This design comes from an exercise in tuning for small area on the open sky130 flow, not from production work.
Only simulation tests tie the RTL to the original design; equivalence was not proved.
Power figures rest on the tool's default switching activity, not on a simulated workload.

Design icmp_echo_reply_parser, start of the top module:
module icmp_echo_reply_parser (
    input  logic                                i_clk,
    input  logic                                i_rst_n,
    input  logic                                i_valid,
    output logic                                o_ready,
    input  icmp_pkg::t_in                       i_data,
    output logic                                o_valid,
    input  logic                                i_ready,
    output icmp_pkg::t_out                      o_data,
    input  logic                                i_cfg_we,
    input  logic [icmp_pkg::CFG_IDX_W-1:0]      i_cfg_idx,
    input  logic [icmp_pkg::CFG_DATA_W-1:0]     i_cfg_data
);
Settings: LEC_CHECK=0, CAP_MARGIN=20, CORE_MARGIN=2, CORE_UTILIZATION=65, SLEW_MARGIN=20; clock period 10.0 ns.
standard.sh (not shown) runs the stock make flow with config.mk's settings and CLKGATE_MAP_FILE= SYNTH_SCRIPT=/design/flow/synth_recipe.tcl, a recipe that flattens the netlist after the stock synthesis.
==> flow/flow/run.sh <==
#!/bin/bash
# Own flow: the standard layout (standard.sh with the standard flow's synthesis script
# synth_recipe.tcl), run from a copy of ORFS's scripts folder with these
# changes to how the layout is built:
#  - synthesis maps the logic with ABC's area script (ABC_AREA=1), and that
#    script (flow/abc_area.script) is an area-oriented one: dch + amap, twice;
#  - Yosys's extract_fa extracts full adders only (extract_fa -fa): half
#    adders are left to ABC, which maps them with fewer inverters.
#    Registers are mapped by dfflibmap as in the standard synthesis, so they
#    are the standard synthesis's registers (same names and cell types);
#  - the port buffers that global placement inserts are the smallest buffer,
#    sky130_fd_sc_hd__buf_1, instead of the cell buffer_ports picks itself;
#  - clock tree synthesis uses clkbuf_8 in small sink clusters and inserts no
#    dummy loads.
set -euo pipefail
here=$(pwd)
rm -rf "$here/scripts_abc"
cp -r "$FLOW_HOME/scripts" "$here/scripts_abc"
cp "$here/flow/abc_area.script" "$here/scripts_abc/abc_area.script"
sed -i 's/extract_fa {\*}\[dont_use_extract_fa_args\]/extract_fa -fa/' "$here/scripts_abc/synth.tcl"
grep -q 'extract_fa -fa$' "$here/scripts_abc/synth.tcl"
export BUFFER_PORTS_ARGS="-buffer_cell sky130_fd_sc_hd__buf_1"
export CTS_ARGS="-sink_clustering_enable -repair_clock_nets -sink_clustering_size 10 -sink_clustering_max_diameter 40 -buf_list {sky130_fd_sc_hd__clkbuf_4 sky130_fd_sc_hd__clkbuf_8} -dont_use_dummy_load"
bash standard.sh SCRIPTS_DIR="$here/scripts_abc" ABC_AREA=1 finish > standard_make.log 2>&1
==> flow/flow/abc_area.script <==
strash
dch
amap
strash
dch
amap
topo
stime -c
The baseline produced a clean layout.
Rerun with:
==> flow/flow/run.sh (replaced) <==
#!/bin/bash
# Own flow: the standard layout (standard.sh with the standard flow's synthesis script
# synth_recipe.tcl), with three changes to how the layout is built:
#  - synthesis maps the logic with ABC's area script (ABC_AREA=1), and that
#    script (flow/abc_area.script, used from a copy of ORFS's scripts folder)
#    is an area-oriented one: dch + amap, twice. Registers are mapped before
#    ABC runs, so they are the standard synthesis's registers;
#  - the port buffers that global placement inserts are the smallest buffer,
#    sky130_fd_sc_hd__buf_1, instead of the cell buffer_ports picks itself;
#  - clock tree synthesis uses clkbuf_8 in small sink clusters and inserts no
#    dummy loads.
set -euo pipefail
here=$(pwd)
rm -rf "$here/scripts_abc"
cp -r "$FLOW_HOME/scripts" "$here/scripts_abc"
cp "$here/flow/abc_area.script" "$here/scripts_abc/abc_area.script"
export BUFFER_PORTS_ARGS="-buffer_cell sky130_fd_sc_hd__buf_1"
export CTS_ARGS="-sink_clustering_enable -repair_clock_nets -sink_clustering_size 16 -sink_clustering_max_diameter 60 -buf_list sky130_fd_sc_hd__clkbuf_8 -dont_use_dummy_load"
bash standard.sh SCRIPTS_DIR="$here/scripts_abc" ABC_AREA=1 finish > standard_make.log 2>&1
- CORE_UTILIZATION: 65 -> 40
Die area came out higher by 65%.
Power came out lower by about 5%.
Clock power came out lower by 16%.
Fmax came out lower by 12%.
Setup slack got worse by 0.84 ns.
Global-route usage came out lower by 9.3 points.
Routed wire length came out higher by about 12%.
Utilization came out lower by 28 points.

* * *

== before ==
icmp_echo_reply_parser, a different RTL version from the one above (not shown whole).
For scale: roughly 1400 cells after synthesis, roughly 340 flip-flops, roughly 190 I/O pins, roughly 0.014 mm² of cells after synthesis.
export LEC_CHECK = 0
export CAP_MARGIN = 20
export CORE_MARGIN = 2
export CORE_UTILIZATION = 70
export SLEW_MARGIN = 20
create_clock -name core_clock -period 10.0 [get_ports {i_clk}]
==> flow/flow/run.sh <==
#!/bin/bash
# Own flow: the standard layout (standard.sh with the standard flow's synthesis script
# synth_recipe.tcl), run from a copy of ORFS's scripts folder with these
# changes to how the layout is built:
#  - synthesis maps the logic with ABC's area script (ABC_AREA=1), and that
#    script (flow/abc_area.script) is an area-oriented one: dch + amap, twice;
#  - no adder cells: ADDER_MAP_FILE is empty, so Yosys's extract_fa does not
#    run and ABC maps the adders' logic itself, with fewer inverters.
#    Registers are mapped by dfflibmap as in the standard synthesis, so they
#    are the standard synthesis's registers (same names and cell types);
#  - the port buffers that global placement inserts are the smallest buffer,
#    sky130_fd_sc_hd__buf_1, instead of the cell buffer_ports picks itself;
#  - clock tree synthesis uses clkbuf_8 in small sink clusters and inserts no
#    dummy loads.
set -euo pipefail
here=$(pwd)
rm -rf "$here/scripts_abc"
cp -r "$FLOW_HOME/scripts" "$here/scripts_abc"
cp "$here/flow/abc_area.script" "$here/scripts_abc/abc_area.script"
export BUFFER_PORTS_ARGS="-buffer_cell sky130_fd_sc_hd__buf_1"
export CTS_ARGS="-sink_clustering_enable -repair_clock_nets -sink_clustering_size 18 -sink_clustering_max_diameter 60 -buf_list sky130_fd_sc_hd__clkbuf_8 -dont_use_dummy_load"
bash standard.sh SCRIPTS_DIR="$here/scripts_abc" ABC_AREA=1 ADDER_MAP_FILE= finish > standard_make.log 2>&1
Scripts as last shown in full above: flow/flow/abc_area.script
before: no failed stages, no open violations at the end
diff inputs: before => after
-- flow/flow/run.sh --
<<< before, line 6
#    script (flow/abc_area.script) is an area-oriented one: dch + amap, twice;
#  - no adder cells: ADDER_MAP_FILE is empty, so Yosys's extract_fa does not
#    run and ABC maps the adders' logic itself, with fewer inverters.
#    Registers are mapped by dfflibmap as in the standard synthesis, so they
>>> after, line 6
#    script (flow/abc_area.script) is an area-oriented one: dch + amap, twice;
#  - Yosys's extract_fa extracts full adders only (extract_fa -fa): half
#    adders are left to ABC, which maps them with fewer inverters.
#    Registers are mapped by dfflibmap as in the standard synthesis, so they
<<< before, line 19
cp "$here/flow/abc_area.script" "$here/scripts_abc/abc_area.script"
export BUFFER_PORTS_ARGS="-buffer_cell sky130_fd_sc_hd__buf_1"
>>> after, line 19
cp "$here/flow/abc_area.script" "$here/scripts_abc/abc_area.script"
sed -i 's/extract_fa {\*}\[dont_use_extract_fa_args\]/extract_fa -fa/' "$here/scripts_abc/synth.tcl"
grep -q 'extract_fa -fa$' "$here/scripts_abc/synth.tcl"
export BUFFER_PORTS_ARGS="-buffer_cell sky130_fd_sc_hd__buf_1"
Notes after the runs:
before -> after: cell area after synthesis delta 0, exact match. before -> after: total wire length after detailed routing delta 0, exact match. Maximum vdd drop came out exactly the same in after and before. Diff before -> after: sequential share of power closely matched the old numbers; antenna diode count barely changed. Comparing before against after, there is no change at all in mean cell area of the mapped netlist.

[re-timing with driven ports]
No port has a modelled driver above. Below, the same layouts with a new extraction and two added sets of constraints. Step 1 (the two cells are an assumption about what drives the block):
set clk [get_ports {i_clk}]
set_driving_cell -lib_cell sky130_fd_sc_hd__clkbuf_16 $clk
set_driving_cell -lib_cell sky130_fd_sc_hd__buf_2 [delete_from_list [all_inputs] $clk]
Step 2 moves the port delays by t, midway between the first and last clock arrival at a register: inputs arrive t later, outputs are due t later. That takes back most of the time a late clock gives input paths. a / b / c = no drivers / after step 1 / after step 2; a / b = the first two.
run | t (ns) | setup WS [ns] | hold slack, ns | worst slew at a driven data input, ns | cell pins on the clock port's net
the first run of note 1 | 0.582 | 3.753 / 3.773 / 3.191 | 0.414 / 0.414 / 0.414 | 0.08 | 1
the second run of note 1 | 0.637 | 2.914 / 2.914 / 2.775 | 0.410 / 0.410 / 0.410 | 0.08 | 1
before | 0.605 | 2.484 / 2.484 / 2.484 | 0.416 / 0.416 / 0.416 | 0.07 | 1
after | 0.605 | 2.484 / 2.484 / 2.484 | 0.416 / 0.416 / 0.416 | 0.07 | 1
After both steps setup and hold are still met in every run listed. For the first run of note 1, which loses most, drivers alone change the setup slack by +0.020 ns; drivers and shift together by -0.562 ns.
